What follows belongs to an exercise in optimizing a design on an open flow for small area, a short achievable clock period and few clock cycles; a production flow would make more cautious choices. In this exercise RTL edits were held to simulation tests only and were not proved equivalent to the original. Power is estimated from default activity; no workload was simulated.

==> inputs of umber <==
## step_spike_detector
module step_spike_detector #(
    parameter logic [12:0] SQRT_CUT = 13'b1_0100_1001_0000
) (
    input  logic        i_clk,
    input  logic        i_rst_n,
    input  logic        i_in_valid,
    output logic        o_in_ready,
    input  logic        i_in_operation,
    input  logic [12:0] i_in_accel_x,
    input  logic [12:0] i_in_accel_y,
    input  logic [12:0] i_in_accel_z,
    output logic        o_out_valid,
    input  logic        i_out_ready,
    output logic        o_out_step_detected,
    output logic [12:0] o_out_current_magnitude,
    output logic [12:0] o_out_baseline_magnitude,
    input  logic        i_cfg_we,
    input  logic [0:0]  i_cfg_idx,
    input  logic [12:0] i_cfg_data
);
Settings: LEC_CHECK=0, CAP_MARGIN=20, CORE_MARGIN=2, CORE_UTILIZATION=40, SLEW_MARGIN=20; clock period 10.0 ns.
run.sh (not shown) runs the stock make flow with config.mk's settings and CLKGATE_MAP_FILE= SYNTH_SCRIPT=/design/flow/synth_recipe.tcl, a recipe that flattens the netlist after the stock synthesis.
==> pepper (differences from umber) <==
- SETUP_SLACK_MARGIN: unset -> 5
==> summary.txt <==
| item | pepper | umber |
|---|---|---|
| Run status | finished clean | finished clean |
| Met3 GRT Util | 2.13% | 2.18% |
| Total power density per cell area | 390 nW/µm² | 328 nW/µm² |
| Multi-Input Combinational | 2405 | 2404 |
| R2R Path End | r_q[24]$_DFFE_PN_ | g_row[7].g_reg.r_rem[7]$_DFFE_PN_ |
| Final core utilization | 47.7% | 45.0% |
| Proportion of cell area spent on the clock network | 5.55% | 5.83% |
| Placed Instance Area | 47800 µm² | 47600 µm² |
| Largest fanout of any net on the critical path | 5 | 13 |
| Final estimated routing congestion in global placement | 0.843 | 0.834 |
| Fraction of final layout cells sized beyond drive strength 1 | 14.8% | 5.84% |
| Sequential cell fraction of total power | 23.4% | 29.9% |
| Peak clock frequency supported by timing | 0.168 GHz | 0.151 GHz |
Testbench counts of umber, summed over its fixed seeds: cycles 8,388.
Testbench counts of pepper, summed over its fixed seeds: cycles 8,388.

========
==> inputs of branch cedar <==
step_spike_detector, a different RTL version from the one above (not shown whole).
export LEC_CHECK = 0
export CAP_MARGIN = 20
export CORE_MARGIN = 2
export CORE_UTILIZATION = 40
export SLEW_MARGIN = 20
create_clock -name core_clock -period 10.0 [get_ports {i_clk}]
standard.sh (not shown) runs the stock make flow with config.mk's settings and CLKGATE_MAP_FILE= SYNTH_SCRIPT=/design/flow/synth_recipe.tcl, a recipe that flattens the netlist after the stock synthesis.
==> flow/flow/run.sh <==
#!/bin/bash
set -euo pipefail
bash standard.sh SETUP_SLACK_MARGIN=6.4 finish > standard_flow.log 2>&1
==> inputs of branch garnet, as changes to branch cedar <==
--- a/flow/design.v
+++ b/flow/design.v
@@ -743,16 +743,17 @@
     localparam int NT = 15;         
     logic          r_rdy;           
     logic          r_t_v;           
     logic          w_adv;           
     logic          w_hz;            
     logic          w_fadv;          
     logic          w_acc;
     logic [NT:1]   r_tv, r_te;      
+    logic          r_ev1;           
     logic          r_f_v, r_f_op;
     logic [12:0]   r_f_abs [3];
     assign w_adv      = !r_t_v;
     assign w_hz       = r_f_v && r_f_op && r_tv[1] && r_te[1];
     assign w_fadv     = w_adv && !w_hz;
     assign w_acc      = i_in_valid && r_rdy;
     assign o_in_ready = r_rdy;
     function automatic logic is_ev(input int j);
@@ -767,72 +768,80 @@
         if (w_fadv) begin
             r_f_op     <= i_in_operation;
             r_f_abs[0] <= abs13(i_in_accel_x);
             r_f_abs[1] <= abs13(i_in_accel_y);
             r_f_abs[2] <= abs13(i_in_accel_z);
         end
         if (!i_rst_n) r_tv <= '0;
         else if (w_adv) r_tv <= {r_tv[NT-1:1], r_f_v && !w_hz};
+        if (!i_rst_n) r_ev1 <= 1'b0;
+        else if (w_adv) r_ev1 <= r_f_v && !w_hz && r_f_op;
         if (w_adv) r_te <= {r_te[NT-1:1], r_f_op};
     end
     logic [12:0] r_win [3][6];
     logic [14:0] r_sum [3];
     logic [2:0]  r_acnt;        
     logic        r_afull;       
     logic [14:0] w_old [3];
     logic [14:0] w_cs_s [3], w_cs_c [3];
     logic        w_push;
     always_comb begin
         w_push = w_fadv && r_f_v && !r_f_op;
         for (int a = 0; a < 3; a++) begin
-            w_old[a]  = ~(r_afull ? 15'(r_win[a][5]) : 15'd0);
+            w_old[a]  = ~{2'b00, r_win[a][5]};
             w_cs_s[a] = r_sum[a] ^ 15'(r_f_abs[a]) ^ w_old[a];
             w_cs_c[a] = {(r_sum[a][13:0] & 14'(r_f_abs[a])) | (r_sum[a][13:0] & w_old[a][13:0])
                          | (14'(r_f_abs[a]) & w_old[a][13:0]), 1'b1};
         end
     end
     always_ff @(posedge i_clk) begin
         if (w_push) begin
             for (int a = 0; a < 3; a++) begin
                 r_win[a][0] <= r_f_abs[a];
-                for (int i = 1; i < 6; i++) r_win[a][i] <= r_win[a][i-1];
+                for (int i = 1; i < 5; i++) r_win[a][i] <= r_win[a][i-1];
             end
         end
         if (!i_rst_n) begin
+            for (int a = 0; a < 3; a++) r_win[a][5] <= '0;
+        end else if (w_push) begin
+            for (int a = 0; a < 3; a++)
+                r_win[a][5] <= (r_afull || r_acnt == 3'd5) ? r_win[a][4] : 13'd0;
+        end
+        if (!i_rst_n) begin
             r_acnt  <= '0;
             r_afull <= 1'b0;
             for (int a = 0; a < 3; a++) r_sum[a] <= '0;
         end else if (w_push) begin
             if (!r_afull) r_acnt <= r_acnt + 3'd1;
             if (r_acnt == 3'd5) r_afull <= 1'b1;
             for (int a = 0; a < 3; a++) r_sum[a] <= w_cs_s[a] + w_cs_c[a];
         end
     end
     logic [12:0] w_mean0, w_mean1;
     logic [12:0] r_m [3];
-    ssd_div6 u_div0 (.i_s(is_ev(1) ? r_sum[2] : r_sum[0]), .o_q(w_mean0));
+    ssd_div6 u_div0 (.i_s(r_ev1 ? r_sum[2] : r_sum[0]), .o_q(w_mean0));
     ssd_div6 u_div1 (.i_s(r_sum[1]), .o_q(w_mean1));
     always_ff @(posedge i_clk) begin
         if (w_fadv && r_f_v && r_f_op) begin
             r_m[0] <= w_mean0;
             r_m[1] <= w_mean1;
         end
-        if (w_adv && is_ev(1)) r_m[2] <= w_mean0;
+        if (w_adv && r_ev1) r_m[2] <= w_mean0;
     end
     logic [25:0] w_a0, w_a1, w_a2, w_b0, w_b1, w_b2;
     logic [25:0] r_r0, r_r1, r_r2;
     ssd_sq2 u_sq2 (.i_a(r_m[0]), .i_b(r_m[1]), .o_r0(w_a0), .o_r1(w_a1), .o_r2(w_a2));
     ssd_sq1 u_sq1 (.i_r0(r_r0), .i_r1(r_r1), .i_r2(r_r2), .i_c(r_m[2]),
                    .o_r0(w_b0), .o_r1(w_b1), .o_r2(w_b2));
     always_ff @(posedge i_clk) begin
         if (w_adv) begin
-            r_r0 <= is_ev(1) ? w_a0 : w_b0;
-            r_r1 <= is_ev(1) ? w_a1 : w_b1;
-            r_r2 <= is_ev(1) ? w_a2 : w_b2;
+            r_r0 <= r_ev1 ? w_a0 : w_b0;
+            r_r1 <= r_ev1 ? w_a1 : w_b1;
+            r_r2 <= r_ev1 ? w_a2 : w_b2;
         end
     end
     logic [25:0] r_q;
     logic [3:0]  w_q4;
     logic [4:0]  w_rem4;
     logic [6:0]  w_rem5;
     logic        w_pos5;
     always_ff @(posedge i_clk) begin
@@ -897,27 +906,29 @@
     logic [16:0] r_msum;
     logic [3:0]  r_mcnt;        
     logic        r_mfull;       
     logic [16:0] w_mold, w_ms_s, w_ms_c;
     logic        w_mpush;
     logic [12:0] r_p_mag;
     always_comb begin
         w_mpush = w_adv && is_ev(13);
-        w_mold  = ~(r_mfull ? 17'(r_mwin[15]) : 17'd0);
+        w_mold  = ~{4'b0000, r_mwin[15]};
         w_ms_s  = r_msum ^ 17'(r_mg) ^ w_mold;
         w_ms_c  = {(r_msum[15:0] & 16'(r_mg)) | (r_msum[15:0] & w_mold[15:0])
                    | (16'(r_mg) & w_mold[15:0]), 1'b1};
     end
     always_ff @(posedge i_clk) begin
         if (w_mpush) begin
             r_mwin[0] <= r_mg;
-            for (int i = 1; i < 16; i++) r_mwin[i] <= r_mwin[i-1];
+            for (int i = 1; i < 15; i++) r_mwin[i] <= r_mwin[i-1];
             r_p_mag <= r_mg;
         end
+        if (!i_rst_n) r_mwin[15] <= '0;
+        else if (w_mpush) r_mwin[15] <= (r_mfull || r_mcnt == 4'd15) ? r_mwin[14] : 13'd0;
         if (!i_rst_n) begin
             r_mcnt  <= '0;
             r_mfull <= 1'b0;
             r_msum  <= '0;
         end else if (w_mpush) begin
             r_mcnt <= r_mcnt + 4'd1;
             if (r_mcnt == 4'd15) r_mfull <= 1'b1;
             r_msum <= w_ms_s + w_ms_c;
==> flow/flow/run.sh (replaced) <==
#!/bin/bash
set -euo pipefail
bash standard.sh SETUP_SLACK_MARGIN=6.55 finish > standard_flow.log 2>&1
Settings changed: CTS_BUF_LIST set to sky130_fd_sc_hd__clkbuf_8 sky130_fd_sc_hd__clkbuf_16, CTS_CLUSTER_DIAMETER set to 100, CTS_CLUSTER_SIZE set to 25.
==> inputs of branch sierra, as changes to branch cedar <==
--- a/flow/design.v
+++ b/flow/design.v
@@ -743,16 +743,17 @@
     localparam int NT = 15;         
     logic          r_rdy;           
     logic          r_t_v;           
     logic          w_adv;           
     logic          w_hz;            
     logic          w_fadv;          
     logic          w_acc;
     logic [NT:1]   r_tv, r_te;      
+    logic          r_ev1;           
     logic          r_f_v, r_f_op;
     logic [12:0]   r_f_abs [3];
     assign w_adv      = !r_t_v;
     assign w_hz       = r_f_v && r_f_op && r_tv[1] && r_te[1];
     assign w_fadv     = w_adv && !w_hz;
     assign w_acc      = i_in_valid && r_rdy;
     assign o_in_ready = r_rdy;
     function automatic logic is_ev(input int j);
@@ -767,72 +768,80 @@
         if (w_fadv) begin
             r_f_op     <= i_in_operation;
             r_f_abs[0] <= abs13(i_in_accel_x);
             r_f_abs[1] <= abs13(i_in_accel_y);
             r_f_abs[2] <= abs13(i_in_accel_z);
         end
         if (!i_rst_n) r_tv <= '0;
         else if (w_adv) r_tv <= {r_tv[NT-1:1], r_f_v && !w_hz};
+        if (!i_rst_n) r_ev1 <= 1'b0;
+        else if (w_adv) r_ev1 <= r_f_v && !w_hz && r_f_op;
         if (w_adv) r_te <= {r_te[NT-1:1], r_f_op};
     end
     logic [12:0] r_win [3][6];
     logic [14:0] r_sum [3];
     logic [2:0]  r_acnt;        
     logic        r_afull;       
     logic [14:0] w_old [3];
     logic [14:0] w_cs_s [3], w_cs_c [3];
     logic        w_push;
     always_comb begin
         w_push = w_fadv && r_f_v && !r_f_op;
         for (int a = 0; a < 3; a++) begin
-            w_old[a]  = ~(r_afull ? 15'(r_win[a][5]) : 15'd0);
+            w_old[a]  = ~{2'b00, r_win[a][5]};
             w_cs_s[a] = r_sum[a] ^ 15'(r_f_abs[a]) ^ w_old[a];
             w_cs_c[a] = {(r_sum[a][13:0] & 14'(r_f_abs[a])) | (r_sum[a][13:0] & w_old[a][13:0])
                          | (14'(r_f_abs[a]) & w_old[a][13:0]), 1'b1};
         end
     end
     always_ff @(posedge i_clk) begin
         if (w_push) begin
             for (int a = 0; a < 3; a++) begin
                 r_win[a][0] <= r_f_abs[a];
-                for (int i = 1; i < 6; i++) r_win[a][i] <= r_win[a][i-1];
+                for (int i = 1; i < 5; i++) r_win[a][i] <= r_win[a][i-1];
             end
         end
         if (!i_rst_n) begin
+            for (int a = 0; a < 3; a++) r_win[a][5] <= '0;
+        end else if (w_push) begin
+            for (int a = 0; a < 3; a++)
+                r_win[a][5] <= (r_afull || r_acnt == 3'd5) ? r_win[a][4] : 13'd0;
+        end
+        if (!i_rst_n) begin
             r_acnt  <= '0;
             r_afull <= 1'b0;
             for (int a = 0; a < 3; a++) r_sum[a] <= '0;
         end else if (w_push) begin
             if (!r_afull) r_acnt <= r_acnt + 3'd1;
             if (r_acnt == 3'd5) r_afull <= 1'b1;
             for (int a = 0; a < 3; a++) r_sum[a] <= w_cs_s[a] + w_cs_c[a];
         end
     end
     logic [12:0] w_mean0, w_mean1;
     logic [12:0] r_m [3];
-    ssd_div6 u_div0 (.i_s(is_ev(1) ? r_sum[2] : r_sum[0]), .o_q(w_mean0));
+    ssd_div6 u_div0 (.i_s(r_ev1 ? r_sum[2] : r_sum[0]), .o_q(w_mean0));
     ssd_div6 u_div1 (.i_s(r_sum[1]), .o_q(w_mean1));
     always_ff @(posedge i_clk) begin
         if (w_fadv && r_f_v && r_f_op) begin
             r_m[0] <= w_mean0;
             r_m[1] <= w_mean1;
         end
-        if (w_adv && is_ev(1)) r_m[2] <= w_mean0;
+        if (w_adv && r_ev1) r_m[2] <= w_mean0;
     end
     logic [25:0] w_a0, w_a1, w_a2, w_b0, w_b1, w_b2;
     logic [25:0] r_r0, r_r1, r_r2;
     ssd_sq2 u_sq2 (.i_a(r_m[0]), .i_b(r_m[1]), .o_r0(w_a0), .o_r1(w_a1), .o_r2(w_a2));
     ssd_sq1 u_sq1 (.i_r0(r_r0), .i_r1(r_r1), .i_r2(r_r2), .i_c(r_m[2]),
                    .o_r0(w_b0), .o_r1(w_b1), .o_r2(w_b2));
     always_ff @(posedge i_clk) begin
         if (w_adv) begin
-            r_r0 <= is_ev(1) ? w_a0 : w_b0;
-            r_r1 <= is_ev(1) ? w_a1 : w_b1;
-            r_r2 <= is_ev(1) ? w_a2 : w_b2;
+            r_r0 <= r_ev1 ? w_a0 : w_b0;
+            r_r1 <= r_ev1 ? w_a1 : w_b1;
+            r_r2 <= r_ev1 ? w_a2 : w_b2;
         end
     end
     logic [25:0] r_q;
     logic [3:0]  w_q4;
     logic [4:0]  w_rem4;
     logic [6:0]  w_rem5;
     logic        w_pos5;
     always_ff @(posedge i_clk) begin
@@ -897,27 +906,29 @@
     logic [16:0] r_msum;
     logic [3:0]  r_mcnt;        
     logic        r_mfull;       
     logic [16:0] w_mold, w_ms_s, w_ms_c;
     logic        w_mpush;
     logic [12:0] r_p_mag;
     always_comb begin
         w_mpush = w_adv && is_ev(13);
-        w_mold  = ~(r_mfull ? 17'(r_mwin[15]) : 17'd0);
+        w_mold  = ~{4'b0000, r_mwin[15]};
         w_ms_s  = r_msum ^ 17'(r_mg) ^ w_mold;
         w_ms_c  = {(r_msum[15:0] & 16'(r_mg)) | (r_msum[15:0] & w_mold[15:0])
                    | (16'(r_mg) & w_mold[15:0]), 1'b1};
     end
     always_ff @(posedge i_clk) begin
         if (w_mpush) begin
             r_mwin[0] <= r_mg;
-            for (int i = 1; i < 16; i++) r_mwin[i] <= r_mwin[i-1];
+            for (int i = 1; i < 15; i++) r_mwin[i] <= r_mwin[i-1];
             r_p_mag <= r_mg;
         end
+        if (!i_rst_n) r_mwin[15] <= '0;
+        else if (w_mpush) r_mwin[15] <= (r_mfull || r_mcnt == 4'd15) ? r_mwin[14] : 13'd0;
         if (!i_rst_n) begin
             r_mcnt  <= '0;
             r_mfull <= 1'b0;
             r_msum  <= '0;
         end else if (w_mpush) begin
             r_mcnt <= r_mcnt + 4'd1;
             if (r_mcnt == 4'd15) r_mfull <= 1'b1;
             r_msum <= w_ms_s + w_ms_c;
==> flow/flow/run.sh (replaced) <==
#!/bin/bash
set -euo pipefail
bash standard.sh SETUP_SLACK_MARGIN=6.7 finish > standard_flow.log 2>&1
Settings changed: CTS_BUF_LIST set to sky130_fd_sc_hd__clkbuf_8, CTS_CLUSTER_SIZE set to 25.
==> inputs of branch ember, as changes to branch cedar <==
==> flow/flow/run.sh (replaced) <==
#!/bin/bash
set -euo pipefail
bash standard.sh SETUP_SLACK_MARGIN=6.7 finish > standard_flow.log 2>&1
==> summary of the runs <==
- Cell count, lowest first: branch garnet, branch cedar, branch ember, branch sierra.
- Against branch cedar, the worst hold slack of branch sierra is better by 0.0042 ns.
- Between branch ember and branch garnet, the lower global-route usage is in branch garnet (gap 0.30 points).
- Branch sierra completed without violations. Branch ember finished with timing, DRC and antenna clean. Branch garnet ran to the end with no violations. Branch cedar finished clean.
- Non-clock buffer count: branch ember > branch sierra > branch garnet > branch cedar.
- In branch garnet the critical path depth is lower than in branch ember, by 10.
- In branch ember the clock power is larger than in branch cedar, by about 2%.
- In branch ember the worst setup slack is better than in branch cedar, by 0.076 ns.
- In branch sierra the via count is larger than in branch cedar, by 3.2%.
Testbench counts of branch cedar, summed over its fixed seeds: cycles 8,452.
Testbench counts of branch garnet, summed over its fixed seeds: cycles 8,452.
Testbench counts of branch sierra, summed over its fixed seeds: cycles 8,452.
Testbench counts of branch ember, summed over its fixed seeds: cycles 8,452.

what the ideal ports hide:
How much do the figures lean on ideal ports? The routed layouts below were timed once more, with nothing changed but the port constraints. Step 1 sets driving cells, clkbuf_16 on the clock port and buf_2 on the other inputs (assumed; they add their load-dependent delay and slew). Step 2, shift: input delay + t, output delay - t, t = (earliest + latest rising clock arrival at the registers) / 2. This alone moves slack from input paths to output paths. a / b / c = ideal / step 1 / step 2; a / b = the first two.
| run | t (ns) | setup WS [ns] | clock arrival spread, ns | worst register clock-pin slew, ns |
|---|---|---|---|---|
| umber | 0.722 | 3.370 / 3.370 / 3.370 | 0.029 / 0.030 | 0.06 / 0.06 |
| pepper | 0.722 | 4.039 / 4.039 / 4.039 | 0.029 / 0.028 | 0.07 / 0.07 |
| branch cedar | 0.770 | 6.479 / 6.479 / 5.900 | 0.070 / 0.070 | 0.06 / 0.06 |
| branch garnet | 0.728 | 6.603 / 6.549 / 6.195 | 0.034 / 0.034 | 0.11 / 0.11 |
| branch sierra | 0.928 | 6.499 / 6.432 / 5.987 | 0.048 / 0.048 | 0.07 / 0.07 |
| branch ember | 0.766 | 6.555 / 6.555 / 5.971 | 0.066 / 0.067 | 0.07 / 0.07 |
After both steps setup and hold are still met in every run listed. The setup slack of branch ember, which loses most, moves by 0.000 ns with the drivers and by -0.584 ns with both steps.
